Context: an optimization exercise on an open-source flow, tuned for small area, a short achievable clock period and few clock cycles per item. The choices shown serve that exercise and are no tape-out recipe.
No run shown here included a check of the RTL's function; only the layout flow was run.
Power figures rest on the tool's default switching activity, not on a simulated workload.

$ cat config.mk
export PLATFORM = sky130hd
export DESIGN_NAME = fir_filter
export DESIGN_NICKNAME = fir_filter
export VERILOG_FILES = /design/flow/design.v
export SDC_FILE = /design/flow/constraint.sdc
export NUM_CORES = 4
export LEC_CHECK = 0
export ABC_CLOCK_PERIOD_IN_PS = 1500
export CAP_MARGIN = 20
export CORE_MARGIN = 2
export CORE_UTILIZATION = 60
export SLEW_MARGIN = 20
$ cat constraint.sdc
create_clock -name core_clock -period 12.0 [get_ports {clk}]
set_input_delay 2.4000 -clock core_clock [delete_from_list [all_inputs] [get_ports {clk}]]
set_output_delay 2.4000 -clock core_clock [all_outputs]
set_load 0.01 [all_outputs]
$ cat design.v
package fir_pkg;
    localparam int TAPS = 64;
    localparam int DW   = 16;
    localparam int CW   = 16;
    localparam int OW   = DW + CW + $clog2(TAPS);
    localparam int IW   = $clog2(TAPS);
    typedef logic signed [DW-1:0] sample_t;
    typedef logic signed [CW-1:0] coeff_t;
    typedef logic signed [OW-1:0] acc_t;
    typedef enum logic [1:0] {
        IDLE,
        MAC,
        DONE
    } state_t;
endpackage
module fir_coeff_rom (
    input  logic [fir_pkg::IW-1:0]        idx,
    output logic signed [fir_pkg::CW-1:0] coeff
);
    always_comb begin
        case (idx)
            6'd0: coeff =  16'sd512;
            6'd1: coeff =  16'sd496;
            6'd2: coeff =  16'sd480;
            6'd3: coeff =  16'sd464;
            6'd4: coeff =  16'sd448;
            6'd5: coeff =  16'sd432;
            6'd6: coeff =  16'sd416;
            6'd7: coeff =  16'sd400;
            6'd8: coeff =  16'sd384;
            6'd9: coeff =  16'sd368;
            6'd10: coeff =  16'sd352;
            6'd11: coeff =  16'sd336;
            6'd12: coeff =  16'sd320;
            6'd13: coeff =  16'sd304;
            6'd14: coeff =  16'sd288;
            6'd15: coeff =  16'sd272;
            6'd16: coeff =  16'sd256;
            6'd17: coeff =  16'sd240;
            6'd18: coeff =  16'sd224;
            6'd19: coeff =  16'sd208;
            6'd20: coeff =  16'sd192;
            6'd21: coeff =  16'sd176;
            6'd22: coeff =  16'sd160;
            6'd23: coeff =  16'sd144;
            6'd24: coeff =  16'sd128;
            6'd25: coeff =  16'sd112;
            6'd26: coeff =  16'sd96;
            6'd27: coeff =  16'sd80;
            6'd28: coeff =  16'sd64;
            6'd29: coeff =  16'sd48;
            6'd30: coeff =  16'sd32;
            6'd31: coeff =  16'sd16;
            6'd32: coeff =  16'sd0;
            6'd33: coeff = -16'sd16;
            6'd34: coeff = -16'sd32;
            6'd35: coeff = -16'sd48;
            6'd36: coeff = -16'sd64;
            6'd37: coeff = -16'sd80;
            6'd38: coeff = -16'sd96;
            6'd39: coeff = -16'sd112;
            6'd40: coeff = -16'sd128;
            6'd41: coeff = -16'sd144;
            6'd42: coeff = -16'sd160;
            6'd43: coeff = -16'sd176;
            6'd44: coeff = -16'sd192;
            6'd45: coeff = -16'sd208;
            6'd46: coeff = -16'sd224;
            6'd47: coeff = -16'sd240;
            6'd48: coeff = -16'sd256;
            6'd49: coeff = -16'sd272;
            6'd50: coeff = -16'sd288;
            6'd51: coeff = -16'sd304;
            6'd52: coeff = -16'sd320;
            6'd53: coeff = -16'sd336;
            6'd54: coeff = -16'sd352;
            6'd55: coeff = -16'sd368;
            6'd56: coeff = -16'sd384;
            6'd57: coeff = -16'sd400;
            6'd58: coeff = -16'sd416;
            6'd59: coeff = -16'sd432;
            6'd60: coeff = -16'sd448;
            6'd61: coeff = -16'sd464;
            6'd62: coeff = -16'sd480;
            6'd63: coeff = -16'sd496;
            default: coeff = '0;
        endcase
    end
endmodule
module fir_filter (
    input  logic                          clk,
    input  logic                          rst,
    input  logic signed [fir_pkg::DW-1:0] FIR_input,
    input  logic                          input_valid,
    output logic signed [fir_pkg::OW-1:0] FIR_output,
    output logic                          output_valid
);
    localparam int DW   = fir_pkg::DW;
    localparam int TAPS = fir_pkg::TAPS;
    localparam int TW   = 26;                 
    localparam int SW   = 22;                 
    logic signed [DW-1:0]   d [0:TAPS-1];
    logic [6:0]             cnt;              
    logic signed [TW-1:0]   t;
    logic signed [SW-1:0]   s;
    logic                   empty;            
    logic signed [DW-1:0]   old;              
    assign empty = (cnt == 7'd0);
    assign old   = cnt[6] ? d[TAPS-1] : '0;
    logic [TW-1:0] tm, sm, om, xm, u, v, p, q, t_new;
    assign tm    = empty ? '0 : t;
    assign sm    = ~(empty ? '0 : TW'(s));
    assign om    = TW'(old) << 5;
    assign xm    = TW'(FIR_input) << 5;
    assign u     = tm ^ sm ^ om;
    assign v     = {((tm & sm) | (tm & om) | (sm & om)), 1'b1};
    assign p     = u ^ v ^ xm;
    assign q     = {((u & v) | (u & xm) | (v & xm)), 1'b0};
    assign t_new = p + q;
    logic signed [SW-1:0] b;                  
    logic [DW:0]          s_c;
    logic [SW-DW-1:0]     b_up, b_dn, s_hi;
    assign b    = empty ? '0 : s - SW'(old);
    assign b_up = b[SW-1:DW] + 1'b1;
    assign b_dn = b[SW-1:DW] - 1'b1;
    assign s_c  = {1'b0, b[DW-1:0]} + {1'b0, FIR_input};
    assign s_hi = (s_c[DW] == FIR_input[DW-1]) ? b[SW-1:DW] : s_c[DW] ? b_up : b_dn;
    always_ff @(posedge clk) begin
        if (input_valid) begin
            d[0] <= FIR_input;
            for (int k = 1; k < TAPS; k++) d[k] <= d[k-1];
            t <= t_new;
            s <= {s_hi, s_c[DW-1:0]};
        end
    end
    always_ff @(posedge clk) begin
        if (rst) begin
            cnt          <= '0;
            output_valid <= 1'b0;
        end else begin
            output_valid <= input_valid;
            if (input_valid && !cnt[6]) cnt <= cnt + 7'd1;
        end
    end
    assign FIR_output = {{(fir_pkg::OW-TW-4){t[TW-1]}}, t, 4'b0000};
endmodule
$ cat flow/run.sh
#!/bin/bash
# Standard layout, with timing repair aiming well past the required period and
# a clock tree without dummy loads.
set -euo pipefail
bash standard.sh SETUP_SLACK_MARGIN=8.5 \
  "CTS_ARGS=-sink_clustering_enable -repair_clock_nets -dont_use_dummy_load -sink_clustering_size 25 -sink_clustering_max_diameter 80" \
  finish > standard.log 2>&1
$ cat standard.sh
#!/bin/bash
# synth_recipe.tcl (not shown) runs the flow's synth.tcl, then flattens the netlist and writes it again
# the make line also repeats each setting of config.mk as NAME=value (left out here)
make -C /OpenROAD-flow-scripts/flow DESIGN_CONFIG=/design/flow/config.mk WORK_HOME=/design/flow/orfs CLKGATE_MAP_FILE= SYNTH_SCRIPT=/design/flow/synth_recipe.tcl "${@:-finish}"
==> run_results.csv, run 1 <==
group,metric,value,unit
run_status,status,"timing/DRC/antenna clean",
worst_setup_path,crit_end,"s[19]",
grt,overflow,0,
logic_synthesis,syn-instance-count,1710,
sta,relSlewSlack,32.1,%
worst_setup_path,crit_required,12.31,ns
job,drv_cap,0,
place,hpwl,27.2,mm
cts,cts_htree_levels,2,
worst_setup_path,reg2reg_slack,6.91,ns
sta,tns,0,ns
power,p_leak,0.0145,uW
logic_synthesis,synth_edf_count,1072,
logic_synthesis,ys_seq_area_share,87.0,%
cts,cts_hold_buf,0,
worst_setup_path,cp-startpoint,"FIR_input[0]",
power,irDropWorstVdd,214,uV
layout,area_growth,11.9,%
cts,cts_root_buf,"clkbuf_16",
sta,fmax,192,MHz
routing,wl_per_cell,19.3,microns
logic_synthesis,synth_seq_cells,1080,
worst_setup_path,rr_endpoint,"s[19]",
cts,clock_sinks,1080,
worst_setup_path,critPathTopFamily,"compound AO/OA/AOI/OAI gates",
routing,routed_wl,51.8,mm
logic_synthesis,syn_area,0.0372,sq mm
sta,hold_viol,0,
grt,grt_antenna_before_repair,0,
cts,cts_tree,"done",
sta,period_share,43.4,%
floorplan,die_h,253,microns
grt,grt_pass1_wl,79.7,mm
cts,cts_buffers,51,
routing,detail-route-antenna-nets,0,
worst_setup_path,crit_type,"input port to register",
logic_synthesis,async_flop_share,0,%
routing,drc,0,
power,p_per_area,205,mW/mm^2
grt,grt_usage,16.2,%
place,port_buffers,53,
layout,final_cell_mix,"1072 x edfxtp_1, 61 x inv_1, 61 x buf_4, 60 x nand2_1, 51 x clkbuf_16",
sta,fin_crit,5.20,ns
layout,drive_gt1_share,16.8,%
sta,fin_ws,6.80,ns
sta,final_max_slew_viol_count,0,
worst_setup_path,reg2reg_from,"cnt[6]",
floorplan,fp.dieW,253,microns
logic_synthesis,synth_area_per_cell,21.7,sq um
grt,grt_max_degree,173,
sta,setup_violations,0,
logic_synthesis,synth_cell_types,63,
logic_synthesis,ys.flop_type,"edfxtp_1",
floorplan,core,0.0615,sq mm
cts,clk_latency,0.62,ns
grt,grt_pass1_vias,14100,
hold_path,hold_path_class,"register to register",
worst_setup_path,critical_path_buf_inv_count,4,
worst_setup_path,crit_chain,"buf_12 > ha_4 > inv_2 > fa_2 > and2b_1 > o31a_2 > o211ai_4 > a2111oi_4 > o31a_1 > o21a_1 > nor2_4 > ha_4 > nand2_4 > o31ai_4 > nand2b_1 > buf_4 > buf_6 > nor3_4 > a31oi_1 > xnor2_1",
sta,rsz0062_at_grt,"true",
worst_setup_path,cp.arrival,5.51,ns
routing,num_vias,14600,
worst_setup_path,cp.depth,20,
worst_setup_path,rr_worst_depth,28,
worst_setup_path,path_max_fanout,3,
floorplan,die-area,0.0640,sq mm
cts,clockBufferDepth,3,
cts,clkTransAtPathRegs,0.09,ns
layout,num_antenna_cells,0,
floorplan,ios,58,
sta,hold_ws,0.387,ns
floorplan,start_util,60.5,%
sta,worstMarginPinSlew,1.02,ns
layout,final_nets,2024,
routing,drt_iter0_drc,1399,
worst_setup_path,slowest_delay,0.41,ns
logic_synthesis,yosys_warnings,2,
worst_setup_path,cpMaxStageDelayCell,"a2111oi_4",
layout,layout_commonest_cell,"edfxtp_1",
worst_setup_path,worst_setup_path_end_kind,"register",
routing,via_per_inst,5.45,
worst_setup_path,cp-start-kind,"input port",
place,pre_cts_ws,5.22,ns
routing,dr.pass1.iters,5,
sta,finClkSkew,0.0598,ns
floorplan,num_rows,91,
worst_setup_path,crit_path_frequent_cell,"ha_4",
place,place_congestion,0.816,
[power by group]
group	total [uW]	switching (uW)	internal (uW)
Combinational	2120	1100	1010
Clock	1770	1010	758
Sequential	4650	119	4530
Total	8530	2230	6300
[sequential cells by signal, summed over array words and instances (netlist names)]
register / flops
cnt: 7
t: 26
d: 1024
s: 22
output_valid: 1
[how the worst min path moves through the flow]
stage | end | from | cells past startpoint | slack [ns]
CTS | d[2][7] | d[1][7] | 0 | 0.39
floorplan | d[10][0] | d[9][0] | 0 | 0.40
global placement | d[39][6] | d[38][6] | 0 | 0.40
detailed placement | d[10][11] | d[9][11] | 0 | 0.40
finish | d[2][12] | d[1][12] | 0 | 0.39
global route | d[2][12] | d[1][12] | 0 | 0.39
[synthesized netlist by cell type (all sizes together) (7+ instances only)]
library cell     n  area (sq um)
nand2b          11          68.8
nor2            47           179
a21o            24           180
o211ai           8          70.1
nand3            7          35.0
nor3            11          55.1
a211oi           7          52.6
dfxtp            8           160
fa              44           881
o21bai          13          97.6
ha              74           926
clkbuf          11          41.3
and2            28           176
a21oi           38           190
buf             15           109
xnor2           45           394
nand2           66           248
o21ai           23           115
inv             69           259
xor2            18           158
edfxtp        1072         32200
[layer usage]
layer | share of wire [%] | up-vias | GRT usage, %
met1 | 51 | 7444 | 27.5
met4 | 2.1 | 0 | 4.92
met5 | 0 | - | 0
met2 | 43 | 228 | 21.8
li1 | - | 6841 | -
met3 | 3.8 | 68 | 2.41
[cells by family (layout without fill, tap and decap cells)]
kind of cell | after synthesis | count (layout) | synth area share [%]
AOI/OAI and AO/OA | 144 | 144 | 2.72
xor gates and xnor gates | 63 | 63 | 1.48
adders and majority gates | 118 | 118 | 4.86
buffers and inverters | 95 | 267 | 1.10
DFF | 1080 | 1080 | 87.0
muxes | 5 | 5 | 0.135
other | 1 | 4 | 0.0101
and+or+nand+nor | 204 | 204 | 2.69
[stage by stage]
| stage | power, uW | utilization [%] | instances | instance area [sq um] |
|---|---|---|---|---|
| after global routing | 8960 | 67.7 | 2675 | 41600 |
| final | 8530 | 67.7 | 2675 | 41600 |
| after floorplan | 5860 | - | 1713 | 37400 |
| after global placement | 6320 | 63.2 | 2544 | 38900 |
| after detailed placement | 6370 | 63.2 | 2544 | 38900 |
| after CTS | 8430 | 66.9 | 2656 | 41200 |
[layout make-up]
cell class	count	area, sq um
clock buffers	51	1280
fillers	3897	19900
inverters	69	267
multi-input cells	538	5230
flip-flops and latches	1080	32400
well taps	790	988
repair buffers	147	1490
[what timing repair did]
item / in CTS / in global routing
resized for setup: 311 / 71
setup buffers: 56 / 19
cloned: 5 / 0
setup endpoints to repair: 903 / 71
pin swaps: 44 / 56
==> run 2, diff against run 1 <==
--- a/design.v
+++ b/design.v
@@ -95,52 +95,45 @@
     output logic signed [fir_pkg::OW-1:0] FIR_output,
     output logic                          output_valid
 );
-    localparam int DW   = fir_pkg::DW;
-    localparam int TAPS = fir_pkg::TAPS;
-    localparam int TW   = 26;                 
-    localparam int SW   = 22;                 
-    logic signed [DW-1:0]   d [0:TAPS-1];
-    logic [6:0]             cnt;              
-    logic signed [TW-1:0]   t;
-    logic signed [SW-1:0]   s;
-    logic                   empty;            
-    logic signed [DW-1:0]   old;              
-    assign empty = (cnt == 7'd0);
-    assign old   = cnt[6] ? d[TAPS-1] : '0;
-    logic [TW-1:0] tm, sm, om, xm, u, v, p, q, t_new;
-    assign tm    = empty ? '0 : t;
-    assign sm    = ~(empty ? '0 : TW'(s));
-    assign om    = TW'(old) << 5;
-    assign xm    = TW'(FIR_input) << 5;
-    assign u     = tm ^ sm ^ om;
-    assign v     = {((tm & sm) | (tm & om) | (sm & om)), 1'b1};
-    assign p     = u ^ v ^ xm;
-    assign q     = {((u & v) | (u & xm) | (v & xm)), 1'b0};
-    assign t_new = p + q;
-    logic signed [SW-1:0] b;                  
-    logic [DW:0]          s_c;
-    logic [SW-DW-1:0]     b_up, b_dn, s_hi;
-    assign b    = empty ? '0 : s - SW'(old);
-    assign b_up = b[SW-1:DW] + 1'b1;
-    assign b_dn = b[SW-1:DW] - 1'b1;
-    assign s_c  = {1'b0, b[DW-1:0]} + {1'b0, FIR_input};
-    assign s_hi = (s_c[DW] == FIR_input[DW-1]) ? b[SW-1:DW] : s_c[DW] ? b_up : b_dn;
+    localparam int DW = fir_pkg::DW;
+    localparam int NL = fir_pkg::TAPS - 1;    
+    localparam int UW = 26;                   
+    localparam int PW = 22;                   
+    logic                   iv_r;
+    logic signed [DW-1:0]   x_r;
+    logic signed [DW-1:0]   d [0:NL-1];
+    logic [5:0]             cnt;              
+    logic signed [UW-1:0]   u;
+    logic signed [PW-1:0]   p;
+    logic signed [DW-1:0]   d61, d62;
+    logic signed [DW:0]     s;
+    logic signed [UW-1:0]   t;
+    assign d61 = (cnt >= 6'd62) ? d[61] : '0;
+    assign d62 = (cnt == 6'd63) ? d[62] : '0;
+    assign s   = x_r + d62;
     always_ff @(posedge clk) begin
-        if (input_valid) begin
-            d[0] <= FIR_input;
-            for (int k = 1; k < TAPS; k++) d[k] <= d[k-1];
-            t <= t_new;
-            s <= {s_hi, s_c[DW-1:0]};
+        x_r <= FIR_input;
+        if (rst) iv_r <= 1'b0;
+        else     iv_r <= input_valid;
+    end
+    always_ff @(posedge clk) begin
+        if (iv_r) begin
+            d[0] <= x_r;
+            for (int k = 1; k < NL; k++) d[k] <= d[k-1];
         end
     end
     always_ff @(posedge clk) begin
         if (rst) begin
-            cnt          <= '0;
-            output_valid <= 1'b0;
-        end else begin
-            output_valid <= input_valid;
-            if (input_valid && !cnt[6]) cnt <= cnt + 7'd1;
+            cnt <= '0;
+            u   <= '0;
+            p   <= '0;
+        end else if (iv_r) begin
+            if (cnt != 6'd63) cnt <= cnt + 6'd1;
+            u <= u - UW'(p) + (UW'(s) <<< 5) - UW'(s);
+            p <= p + PW'(x_r) - PW'(d61);
         end
     end
-    assign FIR_output = {{(fir_pkg::OW-TW-4){t[TW-1]}}, t, 4'b0000};
+    assign t            = u + (UW'(x_r) <<< 5);
+    assign FIR_output   = {{(fir_pkg::OW-UW-4){t[UW-1]}}, t, 4'b0000};
+    assign output_valid = iv_r;
 endmodule
==> run.sh (new file) <==
#!/bin/bash
# synth_recipe.tcl (not shown) runs the flow's synth.tcl, then flattens the netlist and writes it again
# the make line also repeats each setting of config.mk as NAME=value (left out here)
make -C /OpenROAD-flow-scripts/flow DESIGN_CONFIG=/design/flow/config.mk WORK_HOME=/design/flow/orfs CLKGATE_MAP_FILE= SYNTH_SCRIPT=/design/flow/synth_recipe.tcl finish
--- a/config.mk
+++ b/config.mk
@@ -5,8 +5,7 @@
 export SDC_FILE = /design/flow/constraint.sdc
 export NUM_CORES = 4
 export LEC_CHECK = 0
-export ABC_CLOCK_PERIOD_IN_PS = 1500
 export CAP_MARGIN = 20
 export CORE_MARGIN = 2
-export CORE_UTILIZATION = 60
+export CORE_UTILIZATION = 40
 export SLEW_MARGIN = 20
removed: flow/run.sh
removed: standard.sh
==> run_results.csv, run 2 <==
group,metric,value,unit
run_status,status,"timing/DRC/antenna clean",
grt,grt_use_met3,2.95,%
worst_setup_path,worst_setup_path_end_kind,"output port",
logic_synthesis,yosysTopAreaCell,"edfxtp_1",
worst_setup_path,reg2reg_slack,5.02,ns
logic_synthesis,synth_cell_types,73,
layout,drive_gt1_share,8.49,%
layout,top_register,"d",
cts,clk_latency,0.66,ns
cts,cts_tree,"done",
grt,grt_max_degree,224,
power,p_leak,0.0155,uW
place,place_congestion,0.859,
worst_setup_path,cp-startpoint,"x_r[0]",
routing,drt_iter0_drc,1206,
layout,nFillCells,8059,
sta,relSlewSlack,30.1,%
floorplan,start_util,40.5,%
routing,drc,0,
cts,ctsResizeCount,0,
logic_synthesis,yosys-top-cells-count,"1008 x edfxtp_1, 177 x inv_1, 97 x ha_1",
layout,final_nets,2315,
floorplan,die_h,315,microns
routing,wl_per_cell,16.5,microns
sta,worstMarginPinSlew,1.05,ns
cts,clock_sinks,1079,
layout,largest_register_ffs,1008,
worst_setup_path,rr_endpoint,"u[24]",
routing,via_per_inst,4.67,
routing,detail-route-antenna-nets,0,
layout,final_cell_mix,"1008 x edfxtp_1, 177 x inv_1, 104 x clkbuf_16, 97 x ha_1, 78 x nor2_1",
cts,cts_htree_levels,3,
cts,cts_buffers,102,
routing,num_vias,16300,
sta,finClkSkew,0.0253,ns
job,drv_cap,0,
logic_synthesis,synth_most_common_cell,"edfxtp_1",
cts,post-cts-setup-buffer-count,0,
sta,period_share,58.4,%
sta,hold_viol,0,
power,irDropWorstVdd,147,uV
floorplan,fp.dieW,315,microns
floorplan,num_rows,113,
grt,grt_pass1_wl,91.7,mm
logic_synthesis,syn-instance-count,2006,
floorplan,core,0.0953,sq mm
routing,routed_wl,57.5,mm
sta,rsz0062_at_grt,"false",
cts,clkTransAtPathRegs,0.06,ns
logic_synthesis,synth_area_leaders,"edfxtp_1 78%, dfxtp_1 3.7%, ha_1 3.1%, fa_1 3.1%, inv_1 1.7%",
layout,area_growth,14.0,%
worst_setup_path,cp-start-kind,"register",
logic_synthesis,ys_seq_area_share,82.0,%
sta,fmax,143,MHz
sta,fin_ws,4.99,ns
power,p_per_area,214,mW/mm^2
cts,cts_hold_buf,0,
place,hpwl,32.6,mm
logic_synthesis,synth_area_per_cell,19.3,sq um
grt,grt_antenna_before_repair,1,
logic_synthesis,syn_area,0.0386,sq mm
layout,layout_commonest_cell,"edfxtp_1",
worst_setup_path,cp.arrival,4.61,ns
cts,cts_root_buf,"clkbuf_16",
worst_setup_path,rr_worst_depth,26,
logic_synthesis,ys.flop_type,"edfxtp_1",
sta,final_max_slew_viol_count,0,
logic_synthesis,synth_seq_cells,1079,
floorplan,ios,58,
sta,tns,0,ns
worst_setup_path,path_max_fanout,9,
worst_setup_path,crit_type,"register to output port",
grt,grt_pass1_vias,16600,
floorplan,die-area,0.0991,sq mm
worst_setup_path,reg2reg_from,"cnt[1]",
grt,grt_usage,11.7,%
grt,top_usage_layer,"met1",
logic_synthesis,synth_top_area_share,78.4,%
logic_synthesis,synth_edf_count,1008,
logic_synthesis,yosys_warnings,2,
sta,setup_violations,0,
place,port_buffers,53,
cts,clockBufferDepth,3,
grt,use_met2,16.2,%
hold_path,hold_depth,0,
worst_setup_path,crit_required,9.60,ns
routing,dr.pass1.iters,5,
hold_path,hp-start,"d[42][4]",
hold_path,min_to,"d[43][4]",
hold_path,hold_path_class,"register to register",
place,pre_cts_ws,5.05,ns
layout,reg_top3,"d x1008, u x26, p x22",
sta,fin_crit,7.01,ns
sta,hold_ws,0.394,ns
logic_synthesis,async_flop_share,0,%
grt,overflow,0,
grt,grt_util_met1,18.2,%
==> run 2: per-layer routing <==
metal | vias to the layer above | share of wire [%] | wire, microns
met5 | - | 0 | 0
met4 | 0 | 1.9 | 1080
met3 | 93 | 4.8 | 2750
met2 | 276 | 42 | 24100
met1 | 8239 | 51 | 29500
li1 | 7708 | - | -
==> run 2: power breakdown <==
| group | switching [uW] | total, uW | leakage, uW | internal [uW] |
|---|---|---|---|---|
| combinational | 1040 | 1870 | 0.00381 | 827 |
| sequential | 102 | 4400 | 0.0100 | 4300 |
| clock | 1350 | 3140 | 0.00161 | 1800 |
==> run 2: worst max path at each step <==
stage,slack (ns),cells after the start,endpoint
after floorplan,2.64,0,output_valid
after global placement,5.21,26,u[22]
after detailed placement,5.05,26,u[22]
after CTS,4.79,13,FIR_output[34]
after global routing,4.49,26,u[22]
final,4.99,13,FIR_output[34]
==> run 2: worst max-delay path, stage by stage, from the launching register on <==
cell and delay (ns):
dfxtp_1 0.41, ha_1 0.21, inv_1 0.06, fa_1 0.41, nor2b_1 0.13, o21ai_0 0.13, a21oi_1 0.20, nor4b_1 0.10
o211ai_1 0.27, a31oi_1 0.16, a211oi_1 0.51, nor4_1 0.13, nor3_2 0.55, clkdlybuf4s50_1 0.67
==> run 2: cell type report <==
cell class              instances  area (sq um)  share of cell area (%)
flip-flops and latches       1079         31700                    72.0
multi-input cells             715          6080                    13.8
clock buffers                 124          2690                    6.11
well taps                    1265          1580                    3.60
repair buffers                 64           677                    1.54
inverters                     177           664                    1.51
clock inverters                68           632                    1.44
diodes                          1          2.50                 0.00568
==> run 2: cells by family after synthesis <==
kind of cell / after synthesis / synth area share, %
compound gates: 212 / 3.85
xor+xnor: 77 / 1.75
fa+ha+maj: 157 / 6.25
buf+inv: 215 / 2.26
flops: 1079 / 82.0
mux: 29 / 0.777
other cells: 1 / 0.00971
simple gates: 236 / 3.06
==> run 2: per-stage QoR <==
step	utilization [%]	power, uW	std cells	instance area [sq um]
after floorplan	-	5870	2009	38600
after global placement	42.7	6320	3299	40700
after detailed placement	42.7	6340	3299	40700
after CTS	46.1	9550	3491	44000
after global routing	46.2	9940	3492	44000
final	46.2	9420	3493	44000
==> run 3, diff against run 2 <==
--- a/design.v
+++ b/design.v
@@ -95,45 +95,85 @@
     output logic signed [fir_pkg::OW-1:0] FIR_output,
     output logic                          output_valid
 );
-    localparam int DW = fir_pkg::DW;
-    localparam int NL = fir_pkg::TAPS - 1;    
-    localparam int UW = 26;                   
-    localparam int PW = 22;                   
-    logic                   iv_r;
-    logic signed [DW-1:0]   x_r;
-    logic signed [DW-1:0]   d [0:NL-1];
-    logic [5:0]             cnt;              
-    logic signed [UW-1:0]   u;
-    logic signed [PW-1:0]   p;
-    logic signed [DW-1:0]   d61, d62;
-    logic signed [DW:0]     s;
-    logic signed [UW-1:0]   t;
-    assign d61 = (cnt >= 6'd62) ? d[61] : '0;
-    assign d62 = (cnt == 6'd63) ? d[62] : '0;
-    assign s   = x_r + d62;
+    localparam int DW   = fir_pkg::DW;
+    localparam int TAPS = fir_pkg::TAPS;
+    localparam int TW   = 26;                 
+    localparam int SW   = 22;                 
+    logic signed [DW-1:0]   d [0:TAPS-1];
+    logic [6:0]             cnt;              
+    logic signed [TW-1:0]   t;                
+    logic signed [SW-1:0]   s;                
+    logic signed [TW-1:0]   y;                
+    logic signed [TW-1:0]   a, t_new;
+    logic signed [SW-1:0]   b, s_new;
+    fir_state u_state (
+        .t     (t),
+        .s     (s),
+        .d_old (d[TAPS-1]),
+        .cnt   (cnt),
+        .a     (a),
+        .b     (b)
+    );
+    fir_addx u_addx (
+        .a     (a),
+        .b     (b),
+        .x     (FIR_input),
+        .t_new (t_new),
+        .s_new (s_new)
+    );
     always_ff @(posedge clk) begin
-        x_r <= FIR_input;
-        if (rst) iv_r <= 1'b0;
-        else     iv_r <= input_valid;
-    end
-    always_ff @(posedge clk) begin
-        if (iv_r) begin
-            d[0] <= x_r;
-            for (int k = 1; k < NL; k++) d[k] <= d[k-1];
+        y <= t_new;
+        if (input_valid) begin
+            d[0] <= FIR_input;
+            for (int k = 1; k < TAPS; k++) d[k] <= d[k-1];
+            t <= t_new;
+            s <= s_new;
         end
     end
     always_ff @(posedge clk) begin
         if (rst) begin
-            cnt <= '0;
-            u   <= '0;
-            p   <= '0;
-        end else if (iv_r) begin
-            if (cnt != 6'd63) cnt <= cnt + 6'd1;
-            u <= u - UW'(p) + (UW'(s) <<< 5) - UW'(s);
-            p <= p + PW'(x_r) - PW'(d61);
+            cnt          <= '0;
+            output_valid <= 1'b0;
+        end else begin
+            output_valid <= input_valid;
+            if (input_valid && !cnt[6]) cnt <= cnt + 7'd1;
         end
     end
-    assign t            = u + (UW'(x_r) <<< 5);
-    assign FIR_output   = {{(fir_pkg::OW-UW-4){t[UW-1]}}, t, 4'b0000};
-    assign output_valid = iv_r;
+    assign FIR_output = {{(fir_pkg::OW-TW-4){y[TW-1]}}, y, 4'b0000};
 endmodule
+module fir_state (
+    input  logic signed [25:0] t,
+    input  logic signed [21:0] s,
+    input  logic signed [15:0] d_old,
+    input  logic [6:0]         cnt,
+    output logic signed [25:0] a,
+    output logic signed [21:0] b
+);
+    logic                empty;
+    logic signed [15:0]  old;
+    assign empty = (cnt == 7'd0);
+    assign old   = cnt[6] ? d_old : '0;
+    assign a     = empty ? '0 : t - 26'(s) + (26'(old) <<< 5);
+    assign b     = empty ? '0 : s - 22'(old);
+endmodule
+module fir_addx (
+    input  logic signed [25:0] a,
+    input  logic signed [21:0] b,
+    input  logic signed [15:0] x,
+    output logic signed [25:0] t_new,
+    output logic signed [21:0] s_new
+);
+    logic [16:0] t_c, s_c;
+    logic [4:0]  a_hi, a_up, a_dn;
+    logic [5:0]  b_hi, b_up, b_dn;
+    assign a_hi = a[25:21];
+    assign b_hi = b[21:16];
+    assign a_up = a_hi + 1'b1;
+    assign a_dn = a_hi - 1'b1;
+    assign b_up = b_hi + 1'b1;
+    assign b_dn = b_hi - 1'b1;
+    assign t_c  = {1'b0, a[20:5]} + {1'b0, x};
+    assign s_c  = {1'b0, b[15:0]} + {1'b0, x};
+    assign t_new = {(t_c[16] == x[15]) ? a_hi : t_c[16] ? a_up : a_dn, t_c[15:0], a[4:0]};
+    assign s_new = {(s_c[16] == x[15]) ? b_hi : s_c[16] ? b_up : b_dn, s_c[15:0]};
+endmodule
==> flow/run.sh (new file) <==
#!/bin/bash
# The standard layout, with these changes to how it optimises:
#  - timing repair aims well past the required period (a setup margin),
#  - resizing may change a cell's footprint (the platform pins it otherwise),
#  - port buffers start as plain buffers instead of delay cells,
#  - the clock tree has no dummy loads.
set -euo pipefail
bash standard.sh \
  SETUP_SLACK_MARGIN=8.7 \
  MATCH_CELL_FOOTPRINT=0 \
  "BUFFER_PORTS_ARGS=-buffer_cell sky130_fd_sc_hd__buf_4" \
  "CTS_ARGS=-sink_clustering_enable -repair_clock_nets -dont_use_dummy_load -sink_clustering_size 25 -sink_clustering_max_diameter 80" \
  finish > standard.log 2>&1
==> standard.sh (new file) <==
#!/bin/bash
# synth_recipe.tcl (not shown) runs the flow's synth.tcl, then flattens the netlist and writes it again
# the make line also repeats each setting of config.mk as NAME=value (left out here)
make -C /OpenROAD-flow-scripts/flow DESIGN_CONFIG=/design/flow/config.mk WORK_HOME=/design/flow/orfs CLKGATE_MAP_FILE= SYNTH_SCRIPT=/design/flow/synth_recipe.tcl "${@:-finish}"
--- a/config.mk
+++ b/config.mk
@@ -5,7 +5,10 @@
 export SDC_FILE = /design/flow/constraint.sdc
 export NUM_CORES = 4
 export LEC_CHECK = 0
+export ABC_CLOCK_PERIOD_IN_PS = 1500
 export CAP_MARGIN = 20
 export CORE_MARGIN = 2
-export CORE_UTILIZATION = 40
+export CORE_UTILIZATION = 60
 export SLEW_MARGIN = 20
+export SYNTH_HIERARCHICAL = 1
+export SYNTH_MINIMUM_KEEP_SIZE = 0
removed: run.sh
==> run_results.csv, run 3 <==
group,metric,value,unit
logic_synthesis,synth_area_per_cell,20.7,sq um
sta,worstMarginPinSlew,0.876,ns
routing,wl_per_cell,20.1,microns
grt,overflow,0,
logic_synthesis,synth_seq_cells,1106,
sta,rsz0062_at_grt,"true",
logic_synthesis,ys.flop_type,"edfxtp_1",
logic_synthesis,syn-instance-count,1859,
power,power_frac_clock,17.9,%
sta,relSlewSlack,41.6,%
floorplan,die-area,0.0661,sq mm
cts,clk_latency,0.64,ns
sta,period_share,43.2,%
floorplan,core,0.0632,sq mm
sta,finClkSkew,0.0834,ns
logic_synthesis,ys_seq_area_share,85.6,%
layout,num_antenna_cells,0,
grt,top_usage_layer,"met1",
run_status,status,"timing/DRC/antenna clean",
power,p_per_area,236,mW/mm^2
routing,detail-route-antenna-nets,0,
floorplan,start_util,60.8,%
layout,largest_register_ffs,1024,
grt,grt_antenna_before_repair,1,
cts,cts_buffers,53,
logic_synthesis,async_flop_share,0,%
worst_setup_path,crit_required,12.35,ns
power,seqPwrFrac,47.5,%
cts,clockBufferDepth,3,
cts,cts_tree,"done",
worst_setup_path,cp.arrival,5.53,ns
power,finalPower,10200,uW
grt,grt_pass1_vias,15200,
cts,clock_sinks,1106,
worst_setup_path,path_max_fanout,6,
place,place_congestion,0.875,
place,port_buffers,53,
layout,top_register,"d",
layout,layout_commonest_cell,"edfxtp_1",
logic_synthesis,synth_most_common_cell,"edfxtp_1",
logic_synthesis,synth_area_leaders,"edfxtp_1 84%, ha_1 2.9%, dfxtp_1 1.8%, fa_1 1.4%, xnor2_1 1.1%",
power,p_leak,0.0151,uW
power,irDropWorstVdd,340,uV
layout,drive_gt1_share,18.9,%
logic_synthesis,synth_top_area_share,83.8,%
cts,clkTransAtPathRegs,0.09,ns
logic_synthesis,synth_edf_count,1072,
logic_synthesis,yosys-top-cells-count,"1072 x edfxtp_1, 90 x ha_1, 86 x inv_1",
grt,grt_usage,17.2,%
floorplan,die_h,257,microns
layout,nFillCells,3957,
layout,register_area,0.0329,sq mm
routing,dr.pass1.iters,5,
routing,drc,0,
layout,reg_top3,"d x1024, t x26, y x26",
sta,setup_violations,0,
worst_setup_path,cp-start-kind,"register",
logic_synthesis,yosysTopAreaCell,"edfxtp_1",
sta,fin_crit,5.18,ns
floorplan,ios,58,
routing,num_vias,15900,
layout,area_growth,12.2,%
routing,routed_wl,57.6,mm
layout,final_nets,2162,
power,switchingPower,3050,uW
grt,grt_pass1_wl,87.2,mm
routing,drt_iter0_drc,1473,
grt,grt_use_met3,2.55,%
worst_setup_path,worst_setup_path_end_kind,"register",
sta,hold_viol,0,
sta,fmax,193,MHz
floorplan,num_rows,92,
job,drv_cap,0,
power,combinationalPowerShare,34.6,%
worst_setup_path,crit_type,"register to register",
layout,final_cell_mix,"1072 x edfxtp_1, 84 x inv_1, 75 x buf_4, 66 x nor2_1, 58 x clkbuf_16",
cts,cts_htree_levels,2,
floorplan,fp.dieW,257,microns
cts,cts_hold_buf,0,
place,hpwl,32.2,mm
logic_synthesis,synth_cell_types,78,
sta,tns,0,ns
grt,grt_max_degree,93,
hold_path,hold_path_class,"register to register",
grt,grt_util_met1,28.9,%
cts,cts_root_buf,"clkbuf_16",
grt,use_met2,23.6,%
power,p_int,7110,uW
routing,via_per_inst,5.55,
logic_synthesis,syn_area,0.0384,sq mm
logic_synthesis,yosys_warnings,9,
power,p_sw_share,30.0,%
layout,multi_input_area,0.00602,sq mm
sta,final_max_slew_viol_count,0,
[run 3: changes by cell type in the layout (fill, tap and decap cells not counted), moves of 46 or more]
cell	change
edfxtp_1	+64
clkdlybuf4s50_1	-52
ha_1	-48
buf_6	+48
buf_4	+71
clkbuf_16	-46
dfxtp_1	-63
inv_1	-93
[run 3: final timing paths]
kind                 start  endpoint  slack [ns]  cells past startpoint
setup / recovery      s[1]     t[25]        6.82                     22
setup reg to reg      s[1]     t[25]        6.82                     22
hold / removal    d[16][1]  d[17][1]        0.37                      0
hold reg to reg   d[16][1]  d[17][1]        0.37                      0
[run 3: final cells by class]
class / instances / share of cell area, %
flip-flops and latches: 1106 / 76.3
repair buffers: 141 / 3.44
clock buffers: 53 / 3.08
well taps: 846 / 2.45
inverters: 86 / 0.754
multi-input cells: 639 / 14.0
[run 3: per-layer routing]
| layer | routed length, microns | vias up |
|---|---|---|
| met5 | 0 | - |
| met2 | 24600 | 283 |
| met4 | 1430 | 0 |
| li1 | - | 7387 |
| met1 | 29200 | 8184 |
| met3 | 2310 | 89 |
[run 3: timing repair]
item / CTS / global route
cloned: 5 / 0
pin swaps: 57 / 32
gates resized for setup: 158 / 67
endpoints found under the setup margin: 1070 / 182
setup buffers: 42 / 30
[run 3: logic make-up after synthesis]
group                      synth area share, %
muxes                                    0.381
xor gates and xnor gates                  1.90
and+or+nand+nor                           2.57
DFF                                       85.6
buffers and inverters                     1.37
adders and majority gates                 4.29
other                                  0.00976
AOI/OAI and AO/OA                         3.93
[run 3: worst max-delay path: stages, from the launching register on]
cell and delay [ns]:
edfxtp_1 0.45, inv_2 0.13, ha_4 0.21, ha_2 0.22, fa_2 0.37, a21o_1 0.22
a221oi_4 0.36, o211ai_2 0.12, nand2_1 0.12, xor2_2 0.17, nor2_1 0.06, ha_1 0.37
a21oi_2 0.17, nand2_1 0.08, or4_4 0.55, a21oi_4 0.17, o21a_4 0.21, ha_4 0.22
a21o_1 0.16, a21oi_2 0.15, o2111ai_1 0.14, o31ai_1 0.12, xor2_1 0.14
[run 3: modules after synthesis (local to each module, per instance)]
module / copies in the design / flops+latches
fir_addx: 1 / 0
fir_filter: 1 / 1106
fir_state: 1 / 0
[run 3: power groups by stage]
stage / Sequential [uW] / Clock, uW / Combinational (uW)
CTS: 4820 / 1910 / 3140
global route: 4850 / 2030 / 3800
detailed placement: 4890 / 0 / 2690
floorplan: 4840 / 0 / 2000
global placement: 4890 / 0 / 2650
finish: 4820 / 1820 / 3520
[run 3: through the flow]
stage	cell area, sq um	hold slack, ns	utilization, %	std cells	setup slack [ns]
after floorplan	38800	0.400	-	1862	6.89
after global placement	40100	0.400	63.5	2741	6.34
after detailed placement	40100	0.405	63.5	2741	6.30
after CTS	42500	0.367	67.3	2841	6.94
after global routing	43100	0.372	68.2	2871	6.64
final	43100	0.372	68.2	2871	6.82
==> run 4, diff against run 3 <==
--- a/design.v
+++ b/design.v
@@ -151,10 +151,19 @@
 );
     logic                empty;
     logic signed [15:0]  old;
+    logic [25:0]         tm, sm, om, u, v;
+    logic [21:0]         sb, ob;
     assign empty = (cnt == 7'd0);
     assign old   = cnt[6] ? d_old : '0;
-    assign a     = empty ? '0 : t - 26'(s) + (26'(old) <<< 5);
-    assign b     = empty ? '0 : s - 22'(old);
+    assign tm    = empty ? '0 : t;
+    assign sm    = ~(empty ? '0 : 26'(s));
+    assign om    = 26'(old) << 5;
+    assign u     = tm ^ sm ^ om;
+    assign v     = {((tm & sm) | (tm & om) | (sm & om)), 1'b1};
+    assign sb    = empty ? '0 : s;
+    assign ob    = ~(22'(old));
+    fir_padd #(.W(26)) u_a (.a(u),  .b(v),  .cin(1'b0), .sum(a), .cout());
+    fir_padd #(.W(22)) u_b (.a(sb), .b(ob), .cin(1'b1), .sum(b), .cout());
 endmodule
 module fir_addx (
     input  logic signed [25:0] a,
@@ -163,7 +172,8 @@
     output logic signed [25:0] t_new,
     output logic signed [21:0] s_new
 );
-    logic [16:0] t_c, s_c;
+    logic [15:0] t_lo, s_lo;
+    logic        t_c, s_c;
     logic [4:0]  a_hi, a_up, a_dn;
     logic [5:0]  b_hi, b_up, b_dn;
     assign a_hi = a[25:21];
@@ -172,8 +182,36 @@
     assign a_dn = a_hi - 1'b1;
     assign b_up = b_hi + 1'b1;
     assign b_dn = b_hi - 1'b1;
-    assign t_c  = {1'b0, a[20:5]} + {1'b0, x};
-    assign s_c  = {1'b0, b[15:0]} + {1'b0, x};
-    assign t_new = {(t_c[16] == x[15]) ? a_hi : t_c[16] ? a_up : a_dn, t_c[15:0], a[4:0]};
-    assign s_new = {(s_c[16] == x[15]) ? b_hi : s_c[16] ? b_up : b_dn, s_c[15:0]};
-endmodule
+    fir_padd #(.W(16)) u_t (.a(a[20:5]),  .b(x), .cin(1'b0), .sum(t_lo), .cout(t_c));
+    fir_padd #(.W(16)) u_s (.a(b[15:0]),  .b(x), .cin(1'b0), .sum(s_lo), .cout(s_c));
+    assign t_new = {(t_c == x[15]) ? a_hi : t_c ? a_up : a_dn, t_lo, a[4:0]};
+    assign s_new = {(s_c == x[15]) ? b_hi : s_c ? b_up : b_dn, s_lo};
+endmodule
+module fir_padd #(
+    parameter int W = 16
+) (
+    input  logic [W-1:0] a,
+    input  logic [W-1:0] b,
+    input  logic         cin,
+    output logic [W-1:0] sum,
+    output logic         cout
+);
+    localparam int N  = W + 1;
+    localparam int LV = $clog2(N);
+    logic [(LV+1)*N-1:0] g, p;
+    assign g[N-1:0] = {a & b, cin};
+    assign p[N-1:0] = {a ^ b, 1'b0};
+    for (genvar l = 0; l < LV; l++) begin : g_lvl
+        for (genvar i = 0; i < N; i++) begin : g_bit
+            if (i >= (1 << l)) begin : g_op
+                assign g[(l+1)*N+i] = g[l*N+i] | (p[l*N+i] & g[l*N+i-(1<<l)]);
+                assign p[(l+1)*N+i] = p[l*N+i] & p[l*N+i-(1<<l)];
+            end else begin : g_pass
+                assign g[(l+1)*N+i] = g[l*N+i];
+                assign p[(l+1)*N+i] = p[l*N+i];
+            end
+        end
+    end
+    assign sum  = p[W:1] ^ g[LV*N+W-1:LV*N];
+    assign cout = g[LV*N+W];
+endmodule
==> run_results.csv, run 4 <==
group,metric,value,unit
worst_setup_path,critical_path_buf_inv_count,2,
grt,grt_antenna_before_repair,1,
layout,final_nets,2256,
layout,register_area,0.0329,sq mm
cts,clk_latency,0.63,ns
floorplan,ios,58,
cts,cts_buffers,54,
routing,dr.pass1.iters,5,
grt,use_met2,26.1,%
layout,nFillCells,4023,
floorplan,die_h,260,microns
logic_synthesis,yosys_warnings,9,
floorplan,fp.dieW,260,microns
routing,drt_iter0_drc,1669,
sta,worstMarginPinSlew,0.667,ns
layout,final_cell_mix,"1072 x edfxtp_1, 69 x buf_4, 64 x clkbuf_16, 60 x nand2_1, 59 x and2_1",
worst_setup_path,cpMaxStageDelayCell,"fa_1",
routing,num_vias,16600,
place,hpwl,33.4,mm
cts,clock_sinks,1106,
cts,cts_htree_levels,2,
grt,overflow,0,
routing,wl_per_cell,20.4,microns
grt,grt_usage,18.0,%
sta,fin_crit,5.79,ns
layout,multi_input_area,0.00752,sq mm
power,p_per_area,266,mW/mm^2
floorplan,num_rows,93,
power,finalPower,11900,uW
worst_setup_path,slowest_delay,0.48,ns
layout,drive_gt1_share,21.6,%
sta,tns,0,ns
routing,via_per_inst,5.59,
layout,top_register,"d",
place,place_congestion,0.860,
floorplan,core,0.0645,sq mm
worst_setup_path,crit_type,"register to register",
layout,largest_register_ffs,1024,
floorplan,start_util,60.8,%
job,drv_cap,0,
grt,top_usage_layer,"met1",
grt,grt_max_degree,211,
layout,area_growth,13.9,%
worst_setup_path,crit_path_frequent_cell,"a21oi_2",
worst_setup_path,cp.arrival,6.14,ns
worst_setup_path,path_max_fanout,17,
layout,reg_top3,"d x1024, t x26, y x26",
power,irDropWorstVdd,199,uV
grt,grt_util_met1,29.5,%
sta,finClkSkew,0.0629,ns
logic_synthesis,syn-instance-count,1951,
cts,cts_hold_buf,0,
layout,layout_commonest_cell,"edfxtp_1",
cts,cts_root_buf,"clkbuf_16",
power,p_leak,0.0155,uW
place,port_buffers,53,
hold_path,hold_path_class,"register to register",
sta,fmax,173,MHz
worst_setup_path,crit_chain,"nor4_4 > nand2_4 > buf_12 > and2_1 > fa_1 > ha_4 > a21oi_4 > nand2_2 > o211ai_1 > a21oi_2 > or2_2 > xor2_2 > ha_4 > a21oi_2 > o21bai_1 > a221oi_2 > o41ai_2 > a221o_1 > inv_2 > ha_1 > a21o_1 > a21oi_2 > xnor2_1 > mux2_4",
routing,detail-route-antenna-nets,0,
floorplan,die-area,0.0674,sq mm
cts,clkTransAtPathRegs,0.09,ns
worst_setup_path,cp-start-kind,"register",
routing,routed_wl,60.5,mm
logic_synthesis,synth_area_per_cell,20.1,sq um
logic_synthesis,syn_area,0.0392,sq mm
run_status,status,"timing/DRC/antenna clean",
grt,grt_pass1_vias,16200,
sta,rsz0062_at_grt,"true",
worst_setup_path,worst_setup_path_end_kind,"register",
worst_setup_path,crit_required,12.34,ns
worst_setup_path,critPathTopFamily,"compound AO/OA/AOI/OAI gates",
routing,drc,0,
grt,grt_use_met3,2.42,%
sta,relSlewSlack,54.9,%
cts,clockBufferDepth,3,
layout,num_antenna_cells,0,
cts,cts_tree,"done",
sta,hold_viol,0,
grt,grt_pass1_wl,92.7,mm
sta,setup_violations,0,
sta,period_share,48.3,%
sta,final_max_slew_viol_count,0,
## run 4: cell count changes in the layout (fill, tap and decap cells not counted), sizes merged, moves of 14 or more
cell   change
a21oi     +15
and2      +59
conb      +14
inv       -42
nand2     +15
nor2      -32
## run 4: worst paths after layout
kind	from	to	slack, ns	cells past startpoint
max reg2reg	cnt[1]	t[24]	6.21	24
min	d[62][1]	d[63][1]	0.37	0
max	cnt[1]	t[24]	6.21	24
min reg2reg	d[62][1]	d[63][1]	0.37	0
## run 4: what timing repair did
item / 4_1_cts / 5_1_grt
gates cloned: 9 / 4
pin swaps: 58 / 45
gates resized for setup: 197 / 76
endpoints found under the hold margin: 0 / 0
setup buffers: 43 / 19
setup endpoints to repair: 1100 / 343
## run 4: power by group
group          internal [uW]  leakage [uW]  switching [uW]
registers               4770        0.0108             145
logic                   2420       0.00402            2710
clock network            799      0.000665            1030
## run 4: final cells by class
class                           count  share of cell area [%]
Timing Repair Buffer              138                    3.60
Tap cell                          855                    2.40
Inverter                           45                   0.390
Sequential cell                  1106                    73.7
Multi-Input combinational cell    774                    16.8
Clock buffer                       54                    3.03
## run 4: metal layers
layer  up-vias  share of wire [%]
met3        78                3.8
li1       7793                  -
met5         -                  0
met2       279                 45
met1      8467                 50
met4         0                1.8
## run 4: per-stage QoR
step	instance area [sq um]	instances	hold slack [ns]	setup slack, ns	util (%)
2_1_floorplan	39800	1965	0.400	6.36	-
3_3_place_gp	41100	2843	0.401	5.55	63.8
3_5_place_dp	41100	2843	0.405	5.41	63.8
4_1_cts	43900	2949	0.367	6.15	68.1
5_1_grt	44600	2972	0.368	5.91	69.2
6_report	44600	2972	0.374	6.21	69.2
==> run 5, diff against run 4 <==
--- a/config.mk
+++ b/config.mk
@@ -10,5 +10,3 @@
 export CORE_MARGIN = 2
 export CORE_UTILIZATION = 60
 export SLEW_MARGIN = 20
-export SYNTH_HIERARCHICAL = 1
-export SYNTH_MINIMUM_KEEP_SIZE = 0
==> run_results.csv, run 5 <==
group,metric,value,unit
run_status,status,"timing/DRC/antenna clean",
floorplan,num_rows,92,
floorplan,fp.dieW,258,microns
routing,num_vias,16300,
grt,grt_usage,17.3,%
sta,period_share,47.2,%
sta,fmax,176,MHz
floorplan,ios,58,
floorplan,die-area,0.0664,sq mm
routing,drt_iter0_drc,1397,
cts,clock_sinks,1106,
grt,grt_use_met3,2.43,%
layout,drive_gt1_share,21.6,%
layout,final_cell_mix,"1072 x edfxtp_1, 93 x buf_4, 71 x nand2_1, 59 x clkbuf_16, 57 x inv_1",
cts,clockBufferDepth,3,
grt,grt_pass1_wl,89.5,mm
sta,fin_crit,5.67,ns
logic_synthesis,async_flop_share,0,%
cts,cts_htree_levels,2,
worst_setup_path,path_max_fanout,5,
routing,wl_per_cell,19.7,microns
grt,grt_pass1_vias,16000,
sta,setup_violations,0,
layout,largest_register_ffs,1024,
place,place_congestion,0.827,
power,finalPower,11100,uW
routing,via_per_inst,5.55,
place,port_buffers,53,
sta,hold_viol,0,
layout,nFillCells,4026,
floorplan,start_util,61.0,%
layout,layout_commonest_cell,"edfxtp_1",
sta,final_max_slew_viol_count,0,
routing,drc,0,
floorplan,core,0.0633,sq mm
logic_synthesis,syn-instance-count,1901,
logic_synthesis,yosys-top-cells-count,"1072 x edfxtp_1, 82 x ha_1, 75 x nand2_1",
cts,clk_latency,0.63,ns
grt,top_usage_layer,"met1",
cts,cts_root_buf,"clkbuf_16",
layout,final_cells,2933,
logic_synthesis,synth_area_per_cell,20.3,sq um
worst_setup_path,crit_required,12.34,ns
grt,grt_antenna_before_repair,1,
logic_synthesis,syn_area,0.0386,sq mm
layout,fin_util,69.0,%
layout,num_antenna_cells,0,
power,irDropWorstVdd,289,uV
logic_synthesis,yosysTopAreaCell,"edfxtp_1",
place,place_inst,2775,
job,drv_cap,0,
worst_setup_path,cp-start-kind,"register",
logic_synthesis,synth_edf_count,1072,
layout,area_growth,13.2,%
layout,register_area,0.0329,sq mm
sta,worstMarginPinSlew,0.774,ns
logic_synthesis,yosys_warnings,3,
sta,relSlewSlack,48.4,%
logic_synthesis,ys.flop_type,"edfxtp_1",
routing,routed_wl,57.7,mm
cts,cts_hold_buf,0,
logic_synthesis,synth_area_leaders,"edfxtp_1 83%, ha_1 2.7%, dfxtp_1 1.8%, xnor2_1 1.5%, fa_1 0.99%",
logic_synthesis,ys_seq_area_share,85.1,%
cts,cts_tree,"done",
worst_setup_path,crit_type,"register to register",
worst_setup_path,cpMaxStageDelayCell,"a2111o_1",
floorplan,die_h,258,microns
worst_setup_path,cp.arrival,6.00,ns
sta,tns,0,ns
layout,reg_top3,"d x1024, t x26, y x26",
sta,rsz0062_at_grt,"true",
worst_setup_path,worst_setup_path_end_kind,"register",
sta,finClkSkew,0.0909,ns
logic_synthesis,synth_cell_types,86,
logic_synthesis,synth_top_area_share,83.4,%
grt,grt_max_degree,91,
power,p_leak,0.0153,uW
hold_path,hold_path_class,"register to register",
cts,cts_buffers,52,
power,p_per_area,253,mW/mm^2
routing,dr.pass1.iters,5,
routing,detail-route-antenna-nets,0,
logic_synthesis,synth_seq_cells,1106,
cts,clkTransAtPathRegs,0.10,ns
grt,grt_util_met1,28.2,%
layout,multi_input_area,0.00640,sq mm
grt,overflow,0,
layout,final_nets,2209,
place,hpwl,30.2,mm
layout,top_register,"d",
worst_setup_path,slowest_delay,0.41,ns
grt,use_met2,25.1,%
logic_synthesis,synth_most_common_cell,"edfxtp_1",
## run 5: changes by cell type in the layout (fill, tap and decap cells not counted), sizes merged, moves of 7 or more
cell	change
xnor2	+18
ha	-11
a21oi	-22
nor2	+9
inv	+25
o21a	+7
buf	+31
and2	-46
and3	-10
conb	-14
a211oi	-7
## run 5: timing repair
action	4_1_cts	5_1_grt
cloned	9	1
resized for setup	160	96
setup endpoints to repair	1099	207
setup buffers	65	31
pin swaps	62	53
## run 5: logic make-up after synthesis
| family | after synthesis | share of synthesized area [%] |
|---|---|---|
| muxes | 8 | 0.220 |
| other | 1 | 0.00971 |
| and+or+nand+nor | 241 | 3.17 |
| adders and majority gates | 104 | 3.72 |
| buffers and inverters | 107 | 1.22 |
| AOI/OAI and AO/OA | 234 | 4.20 |
| DFF | 1106 | 85.1 |
| xor gates and xnor gates | 100 | 2.31 |
## run 5: final cells by class
cell class / count / share of cell area, %
Tap cell: 846 / 2.42
Timing Repair Buffer: 166 / 4.05
Clock buffer: 52 / 2.98
Inverter: 69 / 0.615
Multi-Input combinational cell: 694 / 14.6
Sequential cell: 1106 / 75.3
## run 5: per-layer routing
metal  routed length [microns]  part of all wire [%]
met5                         0                     0
met4                      1140                   2.0
met3                      2250                   3.9
met2                     25200                    44
met1                     29100                    51
## run 5: critical path, delay by kind of cell (launching register included)
family	cells	cell delay, ns
AO/OA/AOI/OAI	11	2.04
XOR/XNOR	1	0.09
adder cells (fa/ha/maj)	4	1.13
buffers and inverters	3	0.31
flip-flops	1	0.37
AND/OR/NAND/NOR	9	1.45
## run 5: power by group
group	switching, uW	internal [uW]	total (uW)
clock	1030	773	1800
combinational	2160	2190	4350
sequential	163	4760	4920
total	3350	7730	11100
## run 5: worst paths after layout
check                           slack, ns  cells after the start     start       end
worst max-delay path                 6.33                     28    cnt[4]     s[21]
worst min-delay path                 0.33                      0  d[1][12]  d[2][12]
worst max register to register       6.33                     28    cnt[4]     s[21]
worst min register to register       0.33                      0  d[1][12]  d[2][12]
## run 5: through the flow
step           hold slack [ns]  instance area, sq um  worst slack (ns)
2_1_floorplan            0.400                 39000              6.38
3_3_place_gp             0.401                 40300              5.25
3_5_place_dp             0.405                 40300              5.06
4_1_cts                  0.328                 43000              6.37
5_1_grt                  0.333                 43700              6.10
6_report                 0.334                 43700              6.33

==> separate check: timing with driven ports <==
In the flow no input, the clock included, has a driving cell. The finished layouts below were timed again as built, in two steps. Step 1 assumes that a clkbuf_16 drives the clock port and a buf_2 every other input. Step 2 moves the port delays by t, midway between the first and last clock arrival at a register: inputs arrive t later, outputs are due t later. That takes back most of the time a late clock gives input paths. Three values: ideal, step 1, step 2; two values: the first two.
run | t, ns | setup slack, ns | pins driven straight from the clock port
run 1 | 0.660 | 6.797 / 6.798 / 6.138 | 1
run 2 | 0.719 | 4.986 / 4.923 / 5.017 | 1
run 3 | 0.656 | 6.816 / 6.816 / 6.499 | 1
run 4 | 0.657 | 6.206 / 6.206 / 6.206 | 1
run 5 | 0.652 | 6.333 / 6.333 / 5.847 | 1
After both steps setup and hold are still met in every run listed. For run 1, which loses most, drivers alone change the setup slack by +0.001 ns; drivers and shift together by -0.659 ns.
